This is an optimization exercise on Yosys and OpenROAD, whose aim is small area, not a production implementation.
RTL that was checked went through simulation tests only; none was proved equivalent to the original.

==> inputs of wip/onyx <==
==> flow/design.v <==
module multicycle_datapath #(
  parameter int PC_W       = 9,
  parameter int INS_W      = 32,
  parameter int RF_ADDRESS = 5,
  parameter int DATA_W     = 64,
  parameter int DM_ADDRESS = 9,
  parameter int ALU_CC_W   = 4
) (
  input  logic                  clk,
  input  logic                  reset,
  output logic                  imem_req,
  output logic [PC_W-1:0]       imem_addr,
  input  logic                  imem_ready,
  input  logic [INS_W-1:0]      imem_rdata,
  output logic                  dmem_req,
  output logic                  dmem_we,
  output logic [DM_ADDRESS-1:0] dmem_addr,
  output logic [DATA_W-1:0]     dmem_wdata,
  input  logic                  dmem_ready,
  input  logic [DATA_W-1:0]     dmem_rdata,
  output logic                  retire,
  output logic                  illegal,
  output logic [PC_W-1:0]       pc_out
);
  localparam logic [3:0] S_CLEAR = 4'd0;   
  localparam logic [3:0] S_FETCH = 4'd1;   
  localparam logic [3:0] S_Q1    = 4'd2;   
  localparam logic [3:0] S_P1    = 4'd3;   
  localparam logic [3:0] S_Q2    = 4'd4;   
  localparam logic [3:0] S_P2    = 4'd5;   
  localparam logic [3:0] S_MEM   = 4'd6;   
  localparam logic [3:0] S_Q3    = 4'd7;   
  localparam logic [3:0] S_P3    = 4'd8;   
  localparam logic [3:0] S_RET   = 4'd9;   
  localparam logic [3:0] S_UPD   = 4'd10;  
  localparam logic [3:0] S_HALT  = 4'd11;  
  localparam logic [2:0] K_ADD  = 3'd0;
  localparam logic [2:0] K_AND  = 3'd1;
  localparam logic [2:0] K_OR   = 3'd2;
  localparam logic [2:0] K_SLT  = 3'd3;
  localparam logic [2:0] K_ADDI = 3'd4;
  localparam logic [2:0] K_LD   = 3'd5;
  localparam logic [2:0] K_SD   = 3'd6;
  localparam logic [2:0] K_BEQ  = 3'd7;
  logic [3:0]  state_q;
  logic [6:0]  cnt_q;
  logic [8:1]  pc_q;
  logic [2:0]  kind_q;
  logic [4:0]  rs1_q, lo_q, rdf_q;
  logic [6:0]  hi_q;
  logic [63:0] w_q;
  logic        c_q;
  logic [6:0] i_opc, i_f7;
  logic [2:0] i_f3;
  logic       i_legal;
  logic [2:0] i_kind;
  assign i_opc = imem_rdata[6:0];
  assign i_f3  = imem_rdata[14:12];
  assign i_f7  = imem_rdata[31:25];
  always_comb begin
    i_legal = 1'b1;
    i_kind  = K_ADD;
    if (i_opc == 7'b0110011 && i_f7 == 7'b0000000 && i_f3 == 3'b000) i_kind = K_ADD;
    else if (i_opc == 7'b0110011 && i_f7 == 7'b0100000 && i_f3 == 3'b000) i_kind = K_ADD;
    else if (i_opc == 7'b0110011 && i_f7 == 7'b0000000 && i_f3 == 3'b111) i_kind = K_AND;
    else if (i_opc == 7'b0110011 && i_f7 == 7'b0000000 && i_f3 == 3'b110) i_kind = K_OR;
    else if (i_opc == 7'b0110011 && i_f7 == 7'b0000000 && i_f3 == 3'b010) i_kind = K_SLT;
    else if (i_opc == 7'b0010011 && i_f3 == 3'b000) i_kind = K_ADDI;
    else if (i_opc == 7'b0000011 && i_f3 == 3'b011) i_kind = K_LD;
    else if (i_opc == 7'b0100011 && i_f3 == 3'b011) i_kind = K_SD;
    else if (i_opc == 7'b1100011 && i_f3 == 3'b000) i_kind = K_BEQ;
    else i_legal = 1'b0;
  end
  logic k_sub, k_and, k_or, k_slt, k_ld, k_sd, k_beq, k_imm, k_wr, k_rr;
  assign k_sub = ((kind_q == K_ADD) & hi_q[5]) | (kind_q == K_SLT);
  assign k_and = (kind_q == K_AND);
  assign k_or  = (kind_q == K_OR);
  assign k_slt = (kind_q == K_SLT);
  assign k_ld  = (kind_q == K_LD);
  assign k_sd  = (kind_q == K_SD);
  assign k_beq = (kind_q == K_BEQ);
  assign k_imm = (kind_q == K_ADDI) | k_ld | k_sd;
  assign k_wr  = (kind_q <= K_ADDI);          
  assign k_rr  = (kind_q <= K_SLT) | k_sd | k_beq;   
  logic [15:0] head;      
  logic [15:0] wen;
  logic        wbit;
  logic [4:0]  ridx;      
  logic        r_bit;
  genvar gi;
  generate
    for (gi = 1; gi < 16; gi++) begin : g_rf
      logic [127:0] r_q;
      always_ff @(posedge clk)
        r_q <= {wen[gi] ? wbit : r_q[0], r_q[127:1]};
      assign head[gi] = r_q[0];
    end
  endgenerate
  logic [63:0] x1_q;
  always_ff @(posedge clk)
    x1_q <= {wen[0] ? wbit : x1_q[0], x1_q[63:1]};
  assign head[0] = x1_q[0];
  logic k_sfmt, sel_rs2, sel_rd;
  assign k_sfmt  = k_sd | k_beq;
  assign sel_rs2 = (state_q == S_Q1) | (state_q == S_P1);
  assign sel_rd  = (state_q == S_Q3) | (state_q == S_P3);
  assign ridx  = sel_rs2 ? (k_sfmt ? rdf_q : lo_q) : sel_rd ? rdf_q : rs1_q;
  assign r_bit = (ridx[4:1] == 4'd0) ? (ridx[0] & head[0]) : head[ridx[4:1]];
  logic go;
  assign go = (cnt_q[5:0] == 6'd63) & ((ridx[4:1] == 4'd0) | (cnt_q[6] ^ ridx[0]));
  logic [5:0]  bit_n;
  assign bit_n = cnt_q[5:0];
  logic        imm_bit, a, b, bx, cin, sum, cout, lt, alu_bit;
  always_comb begin
    if (bit_n < 6'd9)        imm_bit = lo_q[0];
    else if (bit_n < 6'd11)  imm_bit = bit_n[0] ? hi_q[4] : hi_q[5];
    else                     imm_bit = hi_q[6];
  end
  assign a    = r_bit;
  assign b    = k_imm ? imm_bit : w_q[0];
  assign bx   = b ^ k_sub;
  assign cin  = (bit_n == 6'd0) ? k_sub : c_q;
  assign sum  = a ^ bx ^ cin;
  assign cout = (a & bx) | (a & cin) | (bx & cin);
  assign lt   = a ^ bx ^ cout;
  always_comb begin
    if (k_and)      alu_bit = a & b;
    else if (k_or)  alu_bit = a | b;
    else if (k_slt) alu_bit = 1'b0;
    else            alu_bit = sum;
  end
  logic c_d;
  always_comb begin
    if (state_q == S_Q3)      c_d = c_q;
    else if (k_beq)           c_d = ((bit_n != 6'd0) & c_q) | (a ^ b);
    else if (bit_n == 6'd63)  c_d = lt;
    else                      c_d = cout;
  end
  always_comb begin
    wbit = w_q[0];
    if (state_q == S_CLEAR)              wbit = 1'b0;
    else if (k_slt && (bit_n == 6'd0))   wbit = c_q;
  end
  logic we_p3;
  assign we_p3 = (state_q == S_P3);
  always_comb begin
    wen[0] = (state_q == S_CLEAR) | (we_p3 & (rdf_q == 5'd1));
    for (int k = 1; k < 16; k++)
      wen[k] = (state_q == S_CLEAR) | (we_p3 & (rdf_q[4:1] == 4'(k)));
  end
  logic [8:1] pc_add_b, pc_sum;
  assign pc_add_b = (state_q == S_UPD) ? {hi_q[3:0], lo_q[4:1]} : 8'd2;
  assign pc_sum   = pc_q + pc_add_b;
  logic pass_end, mem_hs;
  assign pass_end = (bit_n == 6'd63);
  assign mem_hs   = (state_q == S_MEM) & dmem_ready;
  always_ff @(posedge clk) begin
    if (reset) begin
      state_q <= S_CLEAR;
      cnt_q   <= 7'd0;
      pc_q    <= '0;
    end else begin
      cnt_q <= cnt_q + 7'd1;
      unique case (state_q)
        S_CLEAR: if (cnt_q == 7'd127) state_q <= S_FETCH;
        S_FETCH: if (imem_ready) state_q <= i_legal ? S_Q1 : S_HALT;
        S_Q1:    if (!k_rr) state_q <= S_Q2;
                 else if (go) state_q <= S_P1;
        S_P1:    if (pass_end) state_q <= S_Q2;
        S_Q2:    if (go) state_q <= S_P2;
        S_P2:    if (pass_end) state_q <= (k_ld | k_sd) ? S_MEM : k_beq ? S_RET : S_Q3;
        S_MEM:   if (dmem_ready) state_q <= k_ld ? S_Q3 : S_RET;
        S_Q3:    if (go) state_q <= S_P3;
        S_P3:    if (pass_end) state_q <= S_RET;
        S_RET: begin
          if (k_beq & ~c_q) state_q <= S_UPD;
          else begin
            state_q <= S_FETCH;
            pc_q    <= pc_sum;
          end
        end
        S_UPD: begin
          state_q <= S_FETCH;
          pc_q    <= pc_sum;
        end
        default: state_q <= S_HALT;
      endcase
    end
  end
  logic i_sfmt, fetch_hs, a_shift;
  assign i_sfmt   = imem_rdata[5] & ~imem_rdata[4];
  assign fetch_hs = (state_q == S_FETCH) & imem_ready;
  assign a_shift  = (state_q == S_P2) & k_imm & (bit_n < 6'd9);
  always_ff @(posedge clk) begin
    if (fetch_hs) begin
      kind_q <= i_kind;
      rs1_q  <= imem_rdata[19:15];
      rdf_q  <= i_sfmt ? imem_rdata[24:20] : imem_rdata[11:7];
      hi_q[6:4] <= imem_rdata[31:29];
    end
    if (fetch_hs) begin
      lo_q      <= i_sfmt ? imem_rdata[11:7] : imem_rdata[24:20];
      hi_q[3:0] <= imem_rdata[28:25];
    end else if (a_shift) begin
      {hi_q[3:0], lo_q} <= {sum, hi_q[3:0], lo_q[4:1]};
    end
  end
  always_ff @(posedge clk) c_q <= c_d;
  logic w_shift, w_in;
  assign w_shift = (state_q == S_P1) || ((state_q == S_P2) && !k_sd) || (state_q == S_P3);
  assign w_in    = ((state_q == S_P1) & r_bit) | ((state_q == S_P2) & k_wr & alu_bit);
  always_ff @(posedge clk) begin
    if (mem_hs || w_shift)
      w_q <= (dmem_rdata & {64{state_q == S_MEM}}) | {w_in, w_q[63:1]};
  end
  assign imem_req   = (state_q == S_FETCH);
  assign imem_addr  = {pc_q, 1'b0};
  assign dmem_req   = (state_q == S_MEM);
  assign dmem_we    = k_sd;
  assign dmem_addr  = {hi_q[3:0], lo_q};
  assign dmem_wdata = w_q;
  assign retire     = (state_q == S_RET);
  assign illegal    = (state_q == S_HALT);
  assign pc_out     = {pc_sum, 1'b0};
endmodule
==> flow/flow/run.sh <==
#!/bin/bash
# Standard ORFS layout (the standard.sh) with three changes:
#  - synthesis maps logic with an area-oriented ABC script (flow/abc_area.script);
#  - ports are buffered with buf_1;
#  - the clock tree uses clkbuf_4 leaves and no dummy loads.
set -euo pipefail
W=$(pwd)
export FLOW_ABC_SCRIPT=$W/flow/abc_area.script
export FLOW_SYNTH_TCL=$W/synth_recipe.tcl
export BUFFER_PORTS_ARGS="-buffer_cell sky130_fd_sc_hd__buf_1"
export CTS_ARGS="-sink_clustering_enable -repair_clock_nets -dont_use_dummy_load -buf_list sky130_fd_sc_hd__clkbuf_4 -root_buf sky130_fd_sc_hd__clkbuf_16 -sink_clustering_size 10 -sink_clustering_max_diameter 40"
sed "s#SYNTH_SCRIPT=[^ ]*synth_recipe.tcl#SYNTH_SCRIPT=$W/flow/synth_abc.tcl#" standard.sh > standard_abc.sh
grep -q "SYNTH_SCRIPT=$W/flow/synth_abc.tcl" standard_abc.sh
bash standard_abc.sh > standard_flow.log 2>&1
==> flow/flow/abc_area.script <==
strash
ifraig
dc2
strash
dch -f
amap
topo
==> flow/flow/synth_abc.tcl <==
# The standard flow's synthesis script, with ABC's technology mapping run from the
# area-oriented script in flow/abc_area.script (no buffering or sizing).
proc abc {args} {
  set i [lsearch -exact $args -script]
  if {$i >= 0} { lset args [expr {$i + 1}] $::env(FLOW_ABC_SCRIPT) }
  puts "abc: mapping with $::env(FLOW_ABC_SCRIPT)"
  yosys abc {*}$args
}
source $::env(FLOW_SYNTH_TCL)
==> flow/standard.sh <==
#!/bin/bash
# synth_recipe.tcl (not shown) runs the flow's synth.tcl, then flattens the netlist and writes it again
# the make line also repeats each setting of config.mk as NAME=value (left out here)
make -C /OpenROAD-flow-scripts/flow DESIGN_CONFIG=/design/flow/config.mk WORK_HOME=/design/flow/orfs CLKGATE_MAP_FILE= SYNTH_SCRIPT=/design/flow/synth_recipe.tcl "${@:-finish}"
==> flow/config.mk <==
export PLATFORM = sky130hd
export DESIGN_NAME = multicycle_datapath
export DESIGN_NICKNAME = multicycle_datapath
export VERILOG_FILES = /design/flow/design.v
export SDC_FILE = /design/flow/constraint.sdc
export NUM_CORES = 4
export LEC_CHECK = 0
export ABC_AREA = 1
export CAP_MARGIN = 20
export CORE_MARGIN = 2
export CORE_UTILIZATION = 60
export SLEW_MARGIN = 20
==> flow/constraint.sdc <==
create_clock -name core_clock -period 15.0 [get_ports {clk}]
set_input_delay 3.0000 -clock core_clock [delete_from_list [all_inputs] [get_ports {clk}]]
set_output_delay 3.0000 -clock core_clock [all_outputs]
set_load 0.01 [all_outputs]
==> wip/violet: changes against wip/onyx <==
--- a/flow/design.v
+++ b/flow/design.v
@@ -34,12 +34,10 @@
   localparam logic [3:0] S_RET   = 4'd9;   
-  localparam logic [3:0] S_UPD   = 4'd10;  
-  localparam logic [3:0] S_HALT  = 4'd11;  
-  localparam logic [2:0] K_ADD  = 3'd0;
-  localparam logic [2:0] K_AND  = 3'd1;
-  localparam logic [2:0] K_OR   = 3'd2;
-  localparam logic [2:0] K_SLT  = 3'd3;
-  localparam logic [2:0] K_ADDI = 3'd4;
-  localparam logic [2:0] K_LD   = 3'd5;
-  localparam logic [2:0] K_SD   = 3'd6;
-  localparam logic [2:0] K_BEQ  = 3'd7;
+  localparam logic [3:0] S_QU    = 4'd10;  
+  localparam logic [3:0] S_PU    = 4'd11;  
+  localparam logic [3:0] S_HALT  = 4'd12;  
+  localparam logic [2:0] K_R    = 3'b011;
+  localparam logic [2:0] K_ADDI = 3'b001;
+  localparam logic [2:0] K_LD   = 3'b000;
+  localparam logic [2:0] K_SD   = 3'b010;
+  localparam logic [2:0] K_BEQ  = 3'b110;
   logic [3:0]  state_q;
@@ -54,4 +52,3 @@
   logic [2:0] i_f3;
-  logic       i_legal;
-  logic [2:0] i_kind;
+  logic       i_legal, i_r;
   assign i_opc = imem_rdata[6:0];
@@ -59,21 +56,20 @@
   assign i_f7  = imem_rdata[31:25];
-  always_comb begin
-    i_legal = 1'b1;
-    i_kind  = K_ADD;
-    if (i_opc == 7'b0110011 && i_f7 == 7'b0000000 && i_f3 == 3'b000) i_kind = K_ADD;
-    else if (i_opc == 7'b0110011 && i_f7 == 7'b0100000 && i_f3 == 3'b000) i_kind = K_ADD;
-    else if (i_opc == 7'b0110011 && i_f7 == 7'b0000000 && i_f3 == 3'b111) i_kind = K_AND;
-    else if (i_opc == 7'b0110011 && i_f7 == 7'b0000000 && i_f3 == 3'b110) i_kind = K_OR;
-    else if (i_opc == 7'b0110011 && i_f7 == 7'b0000000 && i_f3 == 3'b010) i_kind = K_SLT;
-    else if (i_opc == 7'b0010011 && i_f3 == 3'b000) i_kind = K_ADDI;
-    else if (i_opc == 7'b0000011 && i_f3 == 3'b011) i_kind = K_LD;
-    else if (i_opc == 7'b0100011 && i_f3 == 3'b011) i_kind = K_SD;
-    else if (i_opc == 7'b1100011 && i_f3 == 3'b000) i_kind = K_BEQ;
-    else i_legal = 1'b0;
+  assign i_r = (i_opc == 7'b0110011);
+  always_comb begin
+    i_legal = 1'b0;
+    if (i_r && i_f7 == 7'b0000000 && (i_f3 == 3'b000 || i_f3 == 3'b111 ||
+                                      i_f3 == 3'b110 || i_f3 == 3'b010)) i_legal = 1'b1;
+    if (i_r && i_f7 == 7'b0100000 && i_f3 == 3'b000) i_legal = 1'b1;
+    if (i_opc == 7'b0010011 && i_f3 == 3'b000) i_legal = 1'b1;
+    if (i_opc == 7'b0000011 && i_f3 == 3'b011) i_legal = 1'b1;
+    if (i_opc == 7'b0100011 && i_f3 == 3'b011) i_legal = 1'b1;
+    if (i_opc == 7'b1100011 && i_f3 == 3'b000) i_legal = 1'b1;
   end
   logic k_sub, k_and, k_or, k_slt, k_ld, k_sd, k_beq, k_imm, k_wr, k_rr;
-  assign k_sub = ((kind_q == K_ADD) & hi_q[5]) | (kind_q == K_SLT);
-  assign k_and = (kind_q == K_AND);
-  assign k_or  = (kind_q == K_OR);
-  assign k_slt = (kind_q == K_SLT);
+  logic k_r;
+  assign k_r   = (kind_q == K_R);
+  assign k_slt = k_r & (hi_q[2:1] == 2'b01);
+  assign k_sub = (k_r & hi_q[5]) | k_slt;
+  assign k_and = k_r & (hi_q[2:0] == 3'b111);
+  assign k_or  = k_r & (hi_q[2:0] == 3'b110);
   assign k_ld  = (kind_q == K_LD);
@@ -81,5 +77,5 @@
   assign k_beq = (kind_q == K_BEQ);
-  assign k_imm = (kind_q == K_ADDI) | k_ld | k_sd;
-  assign k_wr  = (kind_q <= K_ADDI);          
-  assign k_rr  = (kind_q <= K_SLT) | k_sd | k_beq;   
+  assign k_imm = ~kind_q[2] & ~(kind_q[1] & kind_q[0]);   
+  assign k_wr  = k_r | (kind_q == K_ADDI);    
+  assign k_rr  = kind_q[1];                   
   logic [15:0] head;      
@@ -150,5 +146,19 @@
   end
-  logic [8:1] pc_add_b, pc_sum;
-  assign pc_add_b = (state_q == S_UPD) ? {hi_q[3:0], lo_q[4:1]} : 8'd2;
-  assign pc_sum   = pc_q + pc_add_b;
+  logic pc_sh, pc_op, pcc_in, pc_s, pcc_q;
+  always_comb begin
+    if (state_q == S_PU)
+      pc_op = bit_n[3] ? (k_beq & (bit_n[2:0] != 3'd0))
+                       : (k_beq ? lo_q[1] : (bit_n[2:0] == 3'd1));
+    else
+      pc_op = (bit_n[2:0] == 3'd1);
+  end
+  assign pc_sh  = (state_q == S_CLEAR) | ((state_q == S_P2) & (bit_n < 6'd8)) |
+                  ((state_q == S_PU) & (bit_n < 6'd16));
+  assign pcc_in = (bit_n[2:0] != 3'd0) & pcc_q;
+  assign pc_s   = pc_q[1] ^ pc_op ^ pcc_in;
+  always_ff @(posedge clk) begin
+    pcc_q <= (pc_q[1] & pc_op) | (pc_q[1] & pcc_in) | (pc_op & pcc_in);
+    if (pc_sh)
+      pc_q <= {pc_s & (state_q != S_CLEAR), pc_q[8:2]};
+  end
   logic pass_end, mem_hs;
@@ -160,3 +170,2 @@
       cnt_q   <= 7'd0;
-      pc_q    <= '0;
     end else begin
@@ -165,3 +174,3 @@
         S_CLEAR: if (cnt_q == 7'd127) state_q <= S_FETCH;
-        S_FETCH: if (imem_ready) state_q <= i_legal ? S_Q1 : S_HALT;
+        S_FETCH: if (imem_ready) state_q <= i_legal ? S_Q1 : S_QU;
         S_Q1:    if (!k_rr) state_q <= S_Q2;
@@ -174,13 +183,5 @@
         S_P3:    if (pass_end) state_q <= S_RET;
-        S_RET: begin
-          if (k_beq & ~c_q) state_q <= S_UPD;
-          else begin
-            state_q <= S_FETCH;
-            pc_q    <= pc_sum;
-          end
-        end
-        S_UPD: begin
-          state_q <= S_FETCH;
-          pc_q    <= pc_sum;
-        end
+        S_RET:   state_q <= (k_beq & ~c_q) ? S_QU : S_FETCH;
+        S_QU:    if (pass_end) state_q <= S_PU;
+        S_PU:    if (bit_n == 6'd15) state_q <= k_beq ? S_FETCH : S_HALT;
         default: state_q <= S_HALT;
@@ -192,6 +193,7 @@
   assign fetch_hs = (state_q == S_FETCH) & imem_ready;
-  assign a_shift  = (state_q == S_P2) & k_imm & (bit_n < 6'd9);
+  assign a_shift  = ((state_q == S_P2) & k_imm & (bit_n < 6'd9)) |
+                    ((state_q == S_PU) & (bit_n < 6'd8));
   always_ff @(posedge clk) begin
     if (fetch_hs) begin
-      kind_q <= i_kind;
+      kind_q <= imem_rdata[6:4] | {3{~i_legal}};
       rs1_q  <= imem_rdata[19:15];
@@ -202,3 +204,4 @@
       lo_q      <= i_sfmt ? imem_rdata[11:7] : imem_rdata[24:20];
-      hi_q[3:0] <= imem_rdata[28:25];
+      hi_q[3]   <= imem_rdata[28];
+      hi_q[2:0] <= i_r ? imem_rdata[14:12] : imem_rdata[27:25];
     end else if (a_shift) begin
@@ -223,3 +226,3 @@
   assign illegal    = (state_q == S_HALT);
-  assign pc_out     = {pc_sum, 1'b0};
+  assign pc_out     = {pc_q, 1'b0};
 endmodule
--- a/flow/flow/run.sh
+++ b/flow/flow/run.sh
@@ -10,3 +10,3 @@
 export BUFFER_PORTS_ARGS="-buffer_cell sky130_fd_sc_hd__buf_1"
-export CTS_ARGS="-sink_clustering_enable -repair_clock_nets -dont_use_dummy_load -buf_list sky130_fd_sc_hd__clkbuf_4 -root_buf sky130_fd_sc_hd__clkbuf_16 -sink_clustering_size 10 -sink_clustering_max_diameter 40"
+export CTS_ARGS="-sink_clustering_enable -repair_clock_nets -dont_use_dummy_load -buf_list sky130_fd_sc_hd__clkbuf_4 -root_buf sky130_fd_sc_hd__clkbuf_16 -sink_clustering_size 11 -sink_clustering_max_diameter 40"
 sed "s#SYNTH_SCRIPT=[^ ]*synth_recipe.tcl#SYNTH_SCRIPT=$W/flow/synth_abc.tcl#" standard.sh > standard_abc.sh
==> results.txt <==
- Outcome: complete, no violations
- Crit-path cells: clkinv_1 -> nor2_1 -> clkinv_1 -> nor2_1 -> buf_1
- Clk pin slew, worst setup/hold paths: 100 ps
- Reg2reg start: state_q[0]
- Maximum fanout along the worst path: 7
- CP endpoint: dmem_we
The numbers above come from wip/violet.

==> results.txt <==
- Post-synthesis sequential area ratio: around 94%
- Outcome: complete, no violations
- Clk pin slew, worst setup/hold paths: 90 ps
- Reg2reg start: kind_q[1]
- CP endpoint: pc_out[8]
- Maximum fanout along the worst path: 9
The numbers above come from wip/onyx.

No functional check of the RTL was part of wip/violet.

[separate check: timing with driven ports]
The results above use ideal ports. As a check the final layouts listed here were re-extracted and re-timed, cells and wires unchanged.
Step 1 assumes that a clkbuf_16 drives the clock port and a buf_2 every other input.
Step 2 also shifts input and output timing later by t, the mid clock arrival at the registers, as if the neighbouring blocks saw the same clock.
Slacks: ideal ports / drivers / drivers and shift; pairs: ideal ports / drivers.
| run | t (ns) | slack for setup (ns) | worst setup path at the end | worst slew at a driven data input, ns |
|---|---|---|---|---|
| wip/onyx | 0.758 | 8.195 / 8.132 / 8.890 | register to output | 0.17 |
| wip/violet | 0.778 | 9.678 / 9.612 / 9.421 | input to register | 0.16 |
After both steps setup and hold are still met in every run listed. The setup slack of wip/violet, which loses most, moves by -0.066 ns with the drivers and by -0.257 ns with both steps.
